Source: an optimization exercise on an open RTL-to-GDS flow (aim: small area and a short achievable clock period). Production flows keep margins and buffers that such runs may drop.
In this exercise RTL edits were held to simulation tests only and were not proved equivalent to the original.
Power is estimated from default activity; no workload was simulated.

==> flow/design.v <==
`default_nettype none
package rv_isa_pkg;
    localparam int XLEN = 32;
    typedef enum logic [6:0] {
        OP     = 7'b0110011,
        OP_IMM = 7'b0010011,
        LOAD   = 7'b0000011,
        STORE  = 7'b0100011,
        BRANCH = 7'b1100011,
        LUI    = 7'b0110111,
        AUIPC  = 7'b0010111,
        JAL    = 7'b1101111,
        JALR   = 7'b1100111
    } opcode_e;
    localparam logic [XLEN-1:0] HALT_INST      = 32'h0000_8067;
    localparam logic [XLEN-1:0] HALT_RS1_VALUE = 32'd12;
    localparam logic [2:0] F3_BEQ  = 3'b000;
    localparam logic [2:0] F3_BNE  = 3'b001;
    localparam logic [2:0] F3_BLT  = 3'b100;
    localparam logic [2:0] F3_BGE  = 3'b101;
    localparam logic [2:0] F3_BLTU = 3'b110;
    localparam logic [2:0] F3_BGEU = 3'b111;
    localparam logic [2:0] F3_B  = 3'b000;
    localparam logic [2:0] F3_H  = 3'b001;
    localparam logic [2:0] F3_W  = 3'b010;
    localparam logic [2:0] F3_BU = 3'b100;  
    localparam logic [2:0] F3_HU = 3'b101;  
endpackage
`default_nettype wire
`default_nettype none
package rv_ctrl_pkg;
    typedef struct packed {
        logic alu;   
        logic mem;   
        logic pc4;   
        logic imm;   
        logic pci;   
    } wd_sel_t;
endpackage
`default_nettype wire
`default_nettype none
module rv_decoder (
    input  logic                          RSTn,
    input  logic [rv_isa_pkg::XLEN-1:0]   inst,
    output logic                          I_MEM_CSN,
    output logic                          D_MEM_CSN,
    output logic                          D_MEM_WEN,
    output logic [3:0]                    D_MEM_BE,
    output logic                          RF_WE,
    output logic [rv_isa_pkg::XLEN-1:0]   alu_imm,    
    output logic                          b_is_rs2,
    output logic                          sub,
    output logic [rv_isa_pkg::XLEN-1:0]   pc_imm,     
    output logic [rv_isa_pkg::XLEN-1:0]   imm_u,
    output rv_ctrl_pkg::wd_sel_t          wd_sel,
    output logic                          branch,
    output logic                          jump,
    output logic                          jalr,
    output logic                          halt_inst
);
    logic [2:0] funct3;
    logic [4:0] opc;
    logic       op_ok;
    logic       is_op, is_op_imm, is_load, is_store, is_branch;
    logic       is_lui, is_auipc, is_jal, is_jalr;
    assign funct3    = inst[14:12];
    assign opc       = inst[6:2];
    assign op_ok     = (inst[1:0] == 2'b11);
    assign halt_inst = (inst == rv_isa_pkg::HALT_INST);
    assign is_op     = op_ok && (opc == 5'b01100);
    assign is_op_imm = op_ok && (opc == 5'b00100);
    assign is_load   = op_ok && (opc == 5'b00000);
    assign is_store  = op_ok && (opc == 5'b01000);
    assign is_branch = op_ok && (opc == 5'b11000);
    assign is_lui    = op_ok && (opc == 5'b01101);
    assign is_auipc  = op_ok && (opc == 5'b00101);
    assign is_jal    = op_ok && (opc == 5'b11011);
    assign is_jalr   = op_ok && (opc == 5'b11001);
    assign I_MEM_CSN = !RSTn;
    assign D_MEM_CSN = !(RSTn && (is_load || is_store));
    assign D_MEM_WEN = !inst[5];   
    assign D_MEM_BE  = {funct3[1], funct3[1], funct3[1] | funct3[0], 1'b1};
    assign RF_WE     = RSTn && (is_op || is_op_imm || is_load || is_lui || is_auipc
                                || is_jal || is_jalr);
    assign b_is_rs2 = inst[5] && (inst[4] || (inst[6] && !inst[2]));
    assign alu_imm  = {{21{inst[31]}}, inst[30:25],
                       (inst[5] && !inst[6]) ? inst[11:7] : inst[24:20]};
    assign sub = inst[6] ? !inst[2]
                         : (inst[4] && ((funct3 == 3'b000) ? (inst[5] && inst[30])
                                                           : (funct3[2:1] == 2'b01)));
    assign imm_u  = {inst[31:12], 12'b0};
    assign pc_imm = !inst[6] ? imm_u
                  : inst[3]  ? {{12{inst[31]}}, inst[19:12], inst[20], inst[30:21], 1'b0}
                             : {{20{inst[31]}}, inst[7], inst[30:25], inst[11:8], 1'b0};
    assign wd_sel.pc4 = inst[6];
    assign wd_sel.mem = !inst[6] && !inst[4];
    assign wd_sel.alu = !inst[6] && inst[4] && !inst[2];
    assign wd_sel.imm = !inst[6] && inst[2] && inst[5];
    assign wd_sel.pci = !inst[6] && inst[2] && !inst[5];
    assign branch = is_branch;
    assign jump   = is_jal || is_jalr;
    assign jalr   = inst[2] && !inst[3];   
endmodule
`default_nettype wire
`default_nettype none
module rv_exec_unit (
    input  logic [rv_isa_pkg::XLEN-1:0] rs1,
    input  logic [rv_isa_pkg::XLEN-1:0] op_b,
    input  logic                        sub,
    input  logic [2:0]                  funct3,
    input  logic                        arith,    
    output logic [rv_isa_pkg::XLEN-1:0] sum,
    output logic [rv_isa_pkg::XLEN-1:0] result,
    output logic                        bcond
);
    localparam int XLEN = rv_isa_pkg::XLEN;
    logic            cout;
    logic            lt_u, lt_s, eq;
    logic            left;
    logic [XLEN-1:0] sh_in, shr, shl;
    logic            fill;
    assign {cout, sum} = {1'b0, rs1} + {1'b0, op_b ^ {XLEN{sub}}} + {{XLEN{1'b0}}, sub};
    assign lt_u = !cout;
    assign lt_s = (rs1[XLEN-1] ^ op_b[XLEN-1]) ? rs1[XLEN-1] : lt_u;
    assign eq   = (rs1 == op_b);
    always_comb begin
        for (int i = 0; i < XLEN; i++) sh_in[i] = left ? rs1[XLEN-1-i] : rs1[i];
    end
    assign left = !funct3[2];
    assign fill = !left && arith && rs1[XLEN-1];
    assign shr  = XLEN'($signed({fill, sh_in}) >>> op_b[4:0]);
    always_comb begin
        for (int i = 0; i < XLEN; i++) shl[i] = shr[XLEN-1-i];
    end
    always_comb begin
        case (funct3)
            3'b000:  result = sum;
            3'b001:  result = shl;
            3'b010:  result = {{(XLEN-1){1'b0}}, lt_s};
            3'b011:  result = {{(XLEN-1){1'b0}}, lt_u};
            3'b100:  result = rs1 ^ op_b;
            3'b101:  result = shr;
            3'b110:  result = rs1 | op_b;
            default: result = rs1 & op_b;
        endcase
    end
    always_comb begin
        case (funct3)
            3'b001:  bcond = !eq;
            3'b100:  bcond = lt_s;
            3'b101:  bcond = !lt_s;
            3'b110:  bcond = lt_u;
            3'b111:  bcond = !lt_u;
            default: bcond = eq;
        endcase
    end
endmodule
`default_nettype wire
`default_nettype none
module rv_pc_unit (
    input  logic                        CLK,
    input  logic                        RSTn,
    input  logic [rv_isa_pkg::XLEN-1:0] rs1,
    input  logic [rv_isa_pkg::XLEN-1:0] alu_sum,
    input  logic [rv_isa_pkg::XLEN-1:0] imm,
    input  logic                        branch,
    input  logic                        jump,
    input  logic                        jalr,
    input  logic                        bcond,
    input  logic                        halt_inst,
    output logic [rv_isa_pkg::XLEN-1:0] pc,
    output logic [rv_isa_pkg::XLEN-1:0] pc_plus4,
    output logic [rv_isa_pkg::XLEN-1:0] pc_imm,
    output logic                        HALT,
    output logic [rv_isa_pkg::XLEN-1:0] NUM_INST
);
    localparam int XLEN = rv_isa_pkg::XLEN;
    logic [XLEN-1:1] pc_q;
    logic [XLEN-1:0] next_pc;
    logic            take;
    assign pc       = {pc_q, 1'b0};
    assign pc_plus4 = {pc_q[XLEN-1:2] + (XLEN-2)'(1), pc_q[1], 1'b0};
    assign pc_imm   = pc + imm;
    assign take    = jump || (branch && bcond);
    assign next_pc = !take ? pc_plus4 : jalr ? alu_sum : pc_imm;
    assign HALT = halt_inst && (rs1 == rv_isa_pkg::HALT_RS1_VALUE);
    always_ff @(posedge CLK) begin
        if (!RSTn) begin
            pc_q <= '0;
        end else begin
            pc_q <= next_pc[XLEN-1:1];
        end
    end
    always_ff @(posedge CLK) begin
        if (!RSTn) begin
            NUM_INST <= '0;
        end else if (!HALT) begin
            NUM_INST <= NUM_INST + XLEN'(1);
        end
    end
endmodule
`default_nettype wire
`default_nettype none
module rv_writeback (
    input  rv_ctrl_pkg::wd_sel_t        wd_sel,
    input  logic [rv_isa_pkg::XLEN-1:0] alu_result,
    input  logic [rv_isa_pkg::XLEN-1:0] mem_data,
    input  logic [2:0]                  funct3,
    input  logic [rv_isa_pkg::XLEN-1:0] imm_u,
    input  logic [rv_isa_pkg::XLEN-1:0] pc_plus4,
    input  logic [rv_isa_pkg::XLEN-1:0] pc_imm,
    output logic [rv_isa_pkg::XLEN-1:0] wd
);
    localparam int XLEN = rv_isa_pkg::XLEN;
    logic [XLEN-1:0] load_data;
    logic            fill;
    always_comb begin
        fill = !funct3[2] && (funct3[0] ? mem_data[15] : mem_data[7]);
        if (funct3[1])      load_data = mem_data;
        else if (funct3[0]) load_data = {{(XLEN-16){fill}}, mem_data[15:0]};
        else                load_data = {{(XLEN-8){fill}}, mem_data[7:0]};
    end
    always_comb begin
        wd = ({XLEN{wd_sel.alu}} & alu_result)
           | ({XLEN{wd_sel.mem}} & load_data)
           | ({XLEN{wd_sel.pc4}} & pc_plus4)
           | ({XLEN{wd_sel.imm}} & imm_u)
           | ({XLEN{wd_sel.pci}} & pc_imm);
    end
endmodule
`default_nettype wire
`default_nettype none
module rv_top #(
    parameter int IMEM_ADDR_W = 12,
    parameter int DMEM_ADDR_W = 12
) (
    input  logic                        CLK,
    input  logic                        RSTn,
    output logic                        I_MEM_CSN,
    input  logic [rv_isa_pkg::XLEN-1:0] I_MEM_DI,
    output logic [IMEM_ADDR_W-1:0]      I_MEM_ADDR,   
    output logic                        D_MEM_CSN,
    input  logic [rv_isa_pkg::XLEN-1:0] D_MEM_DI,
    output logic [rv_isa_pkg::XLEN-1:0] D_MEM_DOUT,
    output logic [DMEM_ADDR_W-1:0]      D_MEM_ADDR,   
    output logic                        D_MEM_WEN,
    output logic [3:0]                  D_MEM_BE,
    output logic                        RF_WE,
    output logic [4:0]                  RF_RA1,
    output logic [4:0]                  RF_RA2,
    output logic [4:0]                  RF_WA1,
    input  logic [rv_isa_pkg::XLEN-1:0] RF_RD1,
    input  logic [rv_isa_pkg::XLEN-1:0] RF_RD2,
    output logic [rv_isa_pkg::XLEN-1:0] RF_WD,
    output logic                        HALT,
    output logic [rv_isa_pkg::XLEN-1:0] NUM_INST
);
    localparam int XLEN = rv_isa_pkg::XLEN;
    logic [XLEN-1:0]      alu_imm;
    logic                 b_is_rs2;
    logic                 sub;
    logic [XLEN-1:0]      pc_imm_sel;
    logic [XLEN-1:0]      imm_u;
    rv_ctrl_pkg::wd_sel_t wd_sel;
    logic                 branch;
    logic                 jump;
    logic                 jalr;
    logic                 halt_inst;
    logic [XLEN-1:0]      op_b;
    logic [XLEN-1:0]      alu_sum;
    logic [XLEN-1:0]      alu_result;
    logic                 bcond;
    logic [XLEN-1:0]      pc;
    logic [XLEN-1:0]      pc_plus4;
    logic [XLEN-1:0]      pc_imm;
    assign RF_RA1 = I_MEM_DI[19:15];
    assign RF_RA2 = I_MEM_DI[24:20];
    assign RF_WA1 = I_MEM_DI[11:7];
    assign I_MEM_ADDR = pc[IMEM_ADDR_W-1:0];
    assign D_MEM_ADDR = alu_sum[DMEM_ADDR_W+1:2];
    assign D_MEM_DOUT = RF_RD2;
    assign op_b = b_is_rs2 ? RF_RD2 : alu_imm;
    rv_decoder u_decoder (
        .RSTn      (RSTn),
        .inst      (I_MEM_DI),
        .I_MEM_CSN (I_MEM_CSN),
        .D_MEM_CSN (D_MEM_CSN),
        .D_MEM_WEN (D_MEM_WEN),
        .D_MEM_BE  (D_MEM_BE),
        .RF_WE     (RF_WE),
        .alu_imm   (alu_imm),
        .b_is_rs2  (b_is_rs2),
        .sub       (sub),
        .pc_imm    (pc_imm_sel),
        .imm_u     (imm_u),
        .wd_sel    (wd_sel),
        .branch    (branch),
        .jump      (jump),
        .jalr      (jalr),
        .halt_inst (halt_inst)
    );
    rv_exec_unit u_exec (
        .rs1    (RF_RD1),
        .op_b   (op_b),
        .sub    (sub),
        .funct3 (I_MEM_DI[14:12]),
        .arith  (I_MEM_DI[30]),
        .sum    (alu_sum),
        .result (alu_result),
        .bcond  (bcond)
    );
    rv_pc_unit u_pc (
        .CLK       (CLK),
        .RSTn      (RSTn),
        .rs1       (RF_RD1),
        .alu_sum   (alu_sum),
        .imm       (pc_imm_sel),
        .branch    (branch),
        .jump      (jump),
        .jalr      (jalr),
        .bcond     (bcond),
        .halt_inst (halt_inst),
        .pc        (pc),
        .pc_plus4  (pc_plus4),
        .pc_imm    (pc_imm),
        .HALT      (HALT),
        .NUM_INST  (NUM_INST)
    );
    rv_writeback u_writeback (
        .wd_sel     (wd_sel),
        .alu_result (alu_result),
        .mem_data   (D_MEM_DI),
        .funct3     (I_MEM_DI[14:12]),
        .imm_u      (imm_u),
        .pc_plus4   (pc_plus4),
        .pc_imm     (pc_imm),
        .wd         (RF_WD)
    );
endmodule
`default_nettype wire
==> flow/flow/run.sh <==
#!/bin/bash
# Standard layout; the ports are buffered with the small buf_1 instead of
# the delay cell buffer_ports picks on its own.
bash standard.sh BUFFER_PORTS_ARGS="-buffer_cell sky130_fd_sc_hd__buf_1" finish > standard.log 2>&1
==> flow/standard.sh <==
#!/bin/bash
# synth_recipe.tcl (not shown) runs the flow's synth.tcl, then flattens the netlist and writes it again
# the make line also repeats each setting of config.mk as NAME=value (left out here)
make -C /OpenROAD-flow-scripts/flow DESIGN_CONFIG=/design/flow/config.mk WORK_HOME=/design/flow/orfs CLKGATE_MAP_FILE= SYNTH_SCRIPT=/design/flow/synth_recipe.tcl "${@:-finish}"
==> flow/config.mk <==
export PLATFORM = sky130hd
export DESIGN_NAME = rv_top
export DESIGN_NICKNAME = rv_top
export VERILOG_FILES = /design/flow/design.v
export SDC_FILE = /design/flow/constraint.sdc
export NUM_CORES = 4
export LEC_CHECK = 0
export CAP_MARGIN = 30
export CORE_MARGIN = 2
export CORE_UTILIZATION = 40
export SLEW_MARGIN = 20
==> flow/constraint.sdc <==
create_clock -name core_clock -period 11.0 [get_ports {CLK}]
set_input_delay 2.2000 -clock core_clock [delete_from_list [all_inputs] [get_ports {CLK}]]
set_output_delay 2.2000 -clock core_clock [all_outputs]
set_load 0.01 [all_outputs]
==> flow_summary.toml, run 1 <==
[cts]
clk_pin_slew_ns = 0.06
hold_buffers = 0
cts_buffers = 9
clock-sinks = 63
htreeDepth = 3
clock_latency_ns = 0.36
postCtsSetupRepairBufs = 0
root_buffer = "clkbuf_16"
clockBufferDepth = 2
cts_tree = "built"
cts_resized = 0

[worst_hold_path]
min_from = "u_pc.NUM_INST[1]"
holdPathEnd = "u_pc.NUM_INST[1]"
min_delay_path_depth = 2
min_path_type = "reg2reg"

[power]
leakage_nw = 6.444
ir_drop_mv = 0.09569
power_mw = 1.627
power.density_nw_per_um2 = 103.2

[outcome]
status = "finished clean"

[place]
port_buffers = 271
dpl.hpwl_microns = 64150
place.gp.congestion = 1.069
place_area_sq_um = 15470
dp.cells = 2694

[global_routing]
overflow = 0
antenna_found_initial = 8
first_global_vias = 16320
grt_usage = 0.4110
grt_max_degree = 65
grt_pass1_wl_microns = 114800

[synthesis]
ys_seq_area_frac = 0.08751
synthTopCellsByArea = "ha_1 (11%), dfxtp_1 (8.8%), a21oi_1 (6.1%)"
synth_warnings = 3
syn-num-nets = 2358
syn_inst = 2098
avgSynthCellArea_sq_um = 6.870
synth_cell_types = 94
synth_edf_count = 0
yosysMostFrequentCell = "nand2_1"
synth-async-reset-ratio = 0
synth_commonest_cells = "nand2_1 (213), a21oi_1 (176), o21ai_0 (169), nor2_1 (158), ha_1 (128)"
ys.flop_type = "dfxtp_1"
synth_seq_cells = 63
yosys.area.top_type = "ha_1"
synth_top_area_share = 0.1111
netlist_area_sq_um = 14410

[floorplanning]
initial_core_util = 0.4052
dieArea_sq_um = 37570
dieHeight_microns = 193.8
coreArea_sq_um = 35570
die_w_microns = 193.8
fp-row-count = 69
pin_count = 274

[flow_run]
maxCapViolCount = 0

[setup_path]
end_kind = "output pin"
path_depth = 19
path_max_fanout = 27
reg2reg_slack_ns = 7.41
path_cells = "buf_1 -> inv_1 -> a21oi_4 -> buf_4 -> nor2_1 -> a21oi_1 -> xnor2_1 -> ha_1 -> a21oi_1 -> o21ai_0 -> a311oi_1 -> o21bai_1 -> a41oi_2 -> o21ai_1 -> xor2_1 -> nand2_1 -> a31oi_1 -> a211o_1 -> buf_1"
cp_data_required_time_ns = 8.80
r2r_end = "u_pc.pc_q[31]"
crit_buf_inv = 4
crit_slowest_cell = "xor2_1"
critPathTopFamily = "compound AO/OA/AOI/OAI gates"
critPathArrivalTime_ns = 7.55
path_class = "in2out"
start_kind = "primary input"
reg2reg_depth = 12
cpPeakStageDelay_ns = 0.62
reg2reg_from = "u_pc.pc_q[2]"

[timing]
rsz0062_at_grt = "no"
hold_viol = 0
slew_violations = 0
fmax_mhz = 102.6
skew_ns = 0.01937
tns_ns = 0
timing.final.crit_share = 0.8861
finalSetupViolations = 0
finalCriticalPeriod_ns = 9.747
slew_headroom = 0.2982
max_slew.worst_pin.slew_ns = 1.053

[routing]
dr_total_vias = 18040
post_drt_wl_per_cell_microns = 29.95
met2_length_microns = 33450
viasPerCell = 6.648
antenna_left = 0
drt_first_iter_violations = 2175
firstDrtPassIters = 8
met1Wirelength_microns = 32960
highest_layer = "met5"
route.met3.wl_microns = 9490
drc_errors = 0
drt_wl_total_microns = 81270

[finish]
fin_cells = 2714
area_delta_synth_final_pct = 9.359
layout.nets = 2505
fillers = 3898
layout-drive-gt1-share = 0.06622
stdcell_area_sq_um = 15760
[state kept, by name (all words and copies together), names as in the netlist]
| name | cells |
|---|---|
| u_pc.NUM_INST | 32 |
| u_pc.pc_q | 31 |
[worst register-to-register path: stages (launching register included)]
cell	delay (ns)
dfxtp_1	0.56
inv_1	0.15
fa_1	0.47
nand2b_1	0.18
a21oi_1	0.18
o21ai_0	0.28
a31o_2	0.33
a21oi_1	0.34
a221o_1	0.25
nand2_1	0.12
a21bo_2	0.23
a311o_1	0.34
a21oi_1	0.12
[metal layers]
layer / global-route usage / vias to the layer above
met4: 0.2239 / 10
met3: 0.09897 / 258
met5: 0 / -
met1: 0.5514 / 8504
met2: 0.6040 / 1339
li1: - / 7932
[worst max path at each step]
stage | startpoint | endpoint | slack, ns
global placement | I_MEM_DI[4] | RF_WD[20] | 1.15
floorplan | I_MEM_DI[2] | RF_WD[20] | 2.49
detailed placement | I_MEM_DI[2] | RF_WD[21] | 1.54
finish | I_MEM_DI[4] | RF_WD[21] | 1.25
global route | I_MEM_DI[4] | RF_WD[20] | 1.08
CTS | I_MEM_DI[4] | RF_WD[21] | 1.51
[cell type report]
cell class              instances  area (sq um)  share of cell area
multi-input cells            1734         11790              0.7477
repair buffers                325          1436             0.09113
flip-flops and latches         63          1261             0.08002
well taps                     461         576.8             0.03660
inverters                     112         420.4             0.02667
clock buffers                  10         229.0             0.01453
clock inverters                 6         45.04            0.002858
diodes                          3         7.507           0.0004763
[cells in the final DEF (no fill, tap or decap), types with 13 or more instances in the layout]
master,netlist,final
buf_1,13,269
nand2_1,213,213
a21oi_1,176,176
o21ai_0,169,169
nor2_1,158,156
ha_1,128,128
inv_1,108,107
xnor2_1,76,76
nand3_1,69,69
xor2_1,63,63
dfxtp_1,63,63
mux2i_1,59,59
o211ai_1,55,55
a211oi_1,53,53
buf_4,65,49
a21o_1,31,31
nor3_1,31,30
mux2_2,30,30
nor4_1,28,28
and2_1,27,27
nand4_1,26,26
and3_1,23,23
nand2b_1,19,19
a31oi_1,18,18
o21ai_1,17,17
o22ai_1,14,14
a221oi_1,14,14
o31ai_1,13,13
o21bai_1,13,13
[logic make-up after synthesis]
| kind of cell | count (synthesis) | synth area share |
|---|---|---|
| AO/OA/AOI/OAI | 718 | 0.3284 |
| AND/OR/NAND/NOR | 649 | 0.2136 |
| buffers and inverters | 301 | 0.09879 |
| XOR/XNOR | 140 | 0.08560 |
| adder cells (fa/ha/maj) | 130 | 0.1139 |
| multiplexers | 95 | 0.07162 |
| flip-flops | 63 | 0.08751 |
| other | 2 | 0.0005211 |
[stage by stage]
step	utilization	worst slack [ns]	hold slack [ns]
2_1_floorplan	-	2.487	0.5023
3_3_place_gp	0.4337	1.153	0.4691
3_5_place_dp	0.4350	1.540	0.4824
4_1_cts	0.4427	1.509	0.4920
5_1_grt	0.4429	1.077	0.5287
6_report	0.4431	1.253	0.4916
[where the power goes]
group / switching, mW / internal (mW) / leakage [nW] / total (mW)
Sequential: 0.00656 / 0.232 / 0.509 / 0.238
Combinational: 0.778 / 0.335 / 5.80 / 1.11
Clock: 0.121 / 0.154 / 0.137 / 0.275
Total: 0.906 / 0.721 / 6.44 / 1.63
==> inputs of run 2 (changes only) <==
--- a/flow/design.v
+++ b/flow/design.v
@@ -105,3 +105,5 @@
 `default_nettype none
-module rv_exec_unit (
+module rv_exec_unit #(
+    parameter int ADD_KIND = 0
+) (
     input  logic [rv_isa_pkg::XLEN-1:0] rs1,
@@ -121,3 +123,12 @@
     logic            fill;
-    assign {cout, sum} = {1'b0, rs1} + {1'b0, op_b ^ {XLEN{sub}}} + {{XLEN{1'b0}}, sub};
+    logic [XLEN-1:0] ap, ag;
+    rv_adder #(.W(XLEN), .KIND(ADD_KIND)) u_add (
+        .a  (rs1),
+        .b  (op_b ^ {XLEN{sub}}),
+        .ci (sub),
+        .s  (sum),
+        .co (cout),
+        .p  (ap),
+        .g  (ag)
+    );
     assign lt_u = !cout;
@@ -157,2 +168,41 @@
 endmodule
+`default_nettype wire
+`default_nettype none
+module rv_adder #(
+    parameter int W    = 32,
+    parameter int KIND = 0
+) (
+    input  logic [W-1:0] a,
+    input  logic [W-1:0] b,
+    input  logic         ci,
+    output logic [W-1:0] s,
+    output logic         co,
+    output logic [W-1:0] p,    
+    output logic [W-1:0] g     
+);
+    logic [W-1:0] gg, pp;
+    logic [W:0]   c;
+    assign p = a ^ b;
+    assign g = a & b;
+    always_comb begin
+        gg = g;
+        pp = p;
+        gg[0] = g[0] | (p[0] & ci);
+        if (KIND == 0) begin
+            for (int l = 0; (1 << l) < W; l++) begin
+                for (int i = 0; i < W; i++) begin
+                    if ((i >> l) & 1) begin
+                        gg[i] = gg[i] | (pp[i] & gg[((i >> l) << l) - 1]);
+                        pp[i] = pp[i] & pp[((i >> l) << l) - 1];
+                    end
+                end
+            end
+        end else begin
+            for (int i = 1; i < W; i++) gg[i] = gg[i] | (pp[i] & gg[i-1]);
+        end
+    end
+    assign c = {gg, ci};
+    assign s = p ^ c[W-1:0];
+    assign co = c[W];
+endmodule
 `default_nettype wire
--- a/flow/config.mk
+++ b/flow/config.mk
@@ -10,2 +10,4 @@
 export CORE_UTILIZATION = 40
+export CTS_BUF_LIST = sky130_fd_sc_hd__clkbuf_8
+export SETUP_SLACK_MARGIN = 2.2
 export SLEW_MARGIN = 20
==> run 2 against run 1 <==
  * Synthesized cell count shrank 11%
  * Wire length fell by 12%
  * Flip-flop and latch count unchanged
  * Core utilization increased by 0.40 points
  * Non-clock buffer count up 6
  * Clock skew rose by 0.0046 ns
  * Largest power group unchanged
  * Fmax increased by 12%
  * Global-route usage is 2.0 points lower
  * Combinational power down about 10%
  * Die area is 6.1% lower
  * Worst hold slack better by 0.011 ns
==> flow_summary.toml, run 2 <==
[finish]
mostFrequentLayoutCell = "buf_1"
layout.nets = 2299
final_util = 0.4471
top_register = "u_pc.NUM_INST"
area_delta_synth_final_pct = 10.59
stdcell_area_sq_um = 14960
layout-drive-gt1-share = 0.08632
layout_common_cells = "buf_1 (263), a21oi_1 (168), nand2_1 (142), o21ai_0 (139), nor2_1 (133)"
fin_cells = 2490
reg.largest.list = "u_pc.NUM_INST (32), u_pc.pc_q (31)"
largest_reg_flops = 32

[worst_hold_path]
min_path_type = "reg2reg"

[routing]
drc_errors = 0
post_drt_wl_per_cell_microns = 28.86
antenna_left = 0
dr_total_vias = 16160
firstDrtPassIters = 7
viasPerCell = 6.490
drt_first_iter_violations = 2026
drt_wl_total_microns = 71860

[cts]
clockBufferDepth = 2
root_buffer = "clkbuf_8"
clk_pin_slew_ns = 0.07
cts_tree = "built"
cts_buffers = 9
clock-sinks = 63
htreeDepth = 3
clock_latency_ns = 0.36
hold_buffers = 0

[timing]
fin_ws_ns = 2.321
slew_headroom = 0.2129
max_slew.worst_pin.slew_ns = 1.181
finalCriticalPeriod_ns = 8.679
skew_ns = 0.02400
whs_ns = 0.5024
tns_ns = 0
rsz0062_at_grt = "no"
fmax_mhz = 115.2
timing.final.crit_share = 0.7890
finalSetupViolations = 0
slew_violations = 0
hold_viol = 0

[setup_path]
path_class = "in2out"
critPathArrivalTime_ns = 6.48
cpPeakStageDelay_ns = 0.44
critical_path.most_common_cell = "o21ai_0"
cp_data_required_time_ns = 8.80
start_kind = "primary input"
path_max_fanout = 20
end_kind = "output pin"
path_cells = "buf_1 -> buf_4 -> mux2_2 -> nand2_1 -> inv_1 -> ha_1 -> a21o_1 -> a21oi_1 -> o21ai_0 -> a311oi_2 -> buf_4 -> o21ai_0 -> a41oi_1 -> a31oi_1 -> xor2_1 -> a221oi_1 -> o21ai_0 -> buf_1"
crit_slowest_cell = "a41oi_1"

[place]
port_buffers = 271
dp.cells = 2461
place_ws_ns = 1.648
place_area_sq_um = 14560
dpl.hpwl_microns = 57780
place.gp.congestion = 1.165

[global_routing]
grt_pass1_wl_microns = 101800
first_global_vias = 14730
antenna_found_initial = 5
grtUsageMet1 = 0.5050
overflow = 0
use_met2 = 0.5782
grt_max_degree = 55
met3_usage = 0.09789
busiest_layer = "met2"
grt_usage = 0.3911

[synthesis]
ys.flop_type = "dfxtp_1"
synth_seq_cells = 63
netlist_area_sq_um = 13520
synth_warnings = 4
yosysMostFrequentCell = "a21oi_1"
syn-num-nets = 2132
yosys.area.top_type = "ha_1"
ys_seq_area_frac = 0.09326
synth_top_area_share = 0.1166
avgSynthCellArea_sq_um = 7.232
synth_cell_types = 89
synth_commonest_cells = "a21oi_1 (173), nand2_1 (142), o21ai_0 (140), nor2_1 (134), ha_1 (126)"
syn_inst = 1870
synth-async-reset-ratio = 0
synthTopCellsByArea = "ha_1 (12%), dfxtp_1 (9.3%), mux2i_1 (6.7%)"
synth_edf_count = 0

[floorplanning]
dieHeight_microns = 187.9
die_w_microns = 187.9
pin_count = 274
fp-row-count = 67
dieArea_sq_um = 35290
initial_core_util = 0.4043
coreArea_sq_um = 33450

[power]
power_mw = 1.408
ir_drop_mv = 0.06476
leakage_nw = 6.351
power.density_nw_per_um2 = 94.16

[outcome]
status = "finished clean"

[flow_run]
maxCapViolCount = 0
==> run 2: what timing repair did <==
item,CTS,global route
buffers inserted,3,9
gates resized for setup,19,18
pin swaps,3,6
endpoints found under the setup margin,30,19
cloned,0,0
==> run 2: final timing paths <==
kind                      endpoint  depth (start not counted)              from  slack, ns
setup reg to reg     u_pc.pc_q[24]                         12      u_pc.pc_q[2]       7.45
setup / recovery         RF_WD[24]                         18       I_MEM_DI[3]       2.32
hold reg to reg   u_pc.NUM_INST[7]                          2  u_pc.NUM_INST[7]       0.50
hold / removal    u_pc.NUM_INST[7]                          2  u_pc.NUM_INST[7]       0.50
==> run 2: kinds of logic after synthesis <==
group           synth area share
mux                       0.1205
other cells            0.0005554
buf+inv                   0.1036
fa+ha+maj                 0.1255
xor+xnor                 0.08873
compound gates            0.2981
simple gates              0.1698
flops                    0.09326
==> run 2: power breakdown <==
part           leakage (nW)  internal, mW  total [mW]  switching (mW)
combinational          5.76         0.330       0.997           0.667
clock                0.0768        0.0775       0.174          0.0962
sequential            0.509         0.232       0.238         0.00587
total                  6.35         0.639        1.41           0.769
==> run 2: cell type report <==
class / instances / area, sq um
Fill cell: 3527 / 18490
Multi-Input combinational cell: 1508 / 10980
Timing Repair Buffer: 331 / 1523
Sequential cell: 63 / 1261
Tap cell: 448 / 560.5
Inverter: 124 / 473.0
Clock buffer: 9 / 123.9
Clock inverter: 4 / 26.28
Antenna cell: 3 / 7.507
==> run 2: routing by layer <==
layer / part of all wire / vias up
met5: 0.00017 / -
met4: 0.079 / 2
met1: 0.39 / 7560
li1: - / 7097
met3: 0.12 / 273
met2: 0.41 / 1229
==> run 2: worst max-delay path, delay by kind of cell <==
family / cells / cell delay (ns)
buffers and inverters: 5 / 0.79
AO/OA/AOI/OAI: 9 / 2.50
AND/OR/NAND/NOR: 1 / 0.12
XOR/XNOR: 1 / 0.21
adder cells (fa/ha/maj): 1 / 0.27
multiplexers: 1 / 0.38

static timing again, ports no longer ideal:
The results above use ideal ports. As a check the final layouts listed here were re-extracted and re-timed, cells and wires unchanged.
Step 1 assumes that a clkbuf_16 drives the clock port and a buf_2 every other input.
Step 2 moves the port delays by t, midway between the first and last clock arrival at a register: inputs arrive t later, outputs are due t later. That takes back most of the time a late clock gives input paths.
a / b / c = ideal / step 1 / step 2; a / b = the first two.
run	t (ns)	setup slack, ns	worst hold slack (ns)	latest minus earliest clock arrival (ns)	worst register clock-pin slew, ns
run 1	0.393	1.253 / 1.223 / 1.223	0.492 / 0.492 / 0.492	0.020 / 0.019	0.07 / 0.07
run 2	0.386	2.321 / 2.299 / 2.299	0.502 / 0.502 / 0.502	0.024 / 0.024	0.09 / 0.09
After both steps setup and hold are still met in every run listed. For run 1, which loses most, drivers alone change the setup slack by -0.030 ns; drivers and shift together by -0.030 ns.
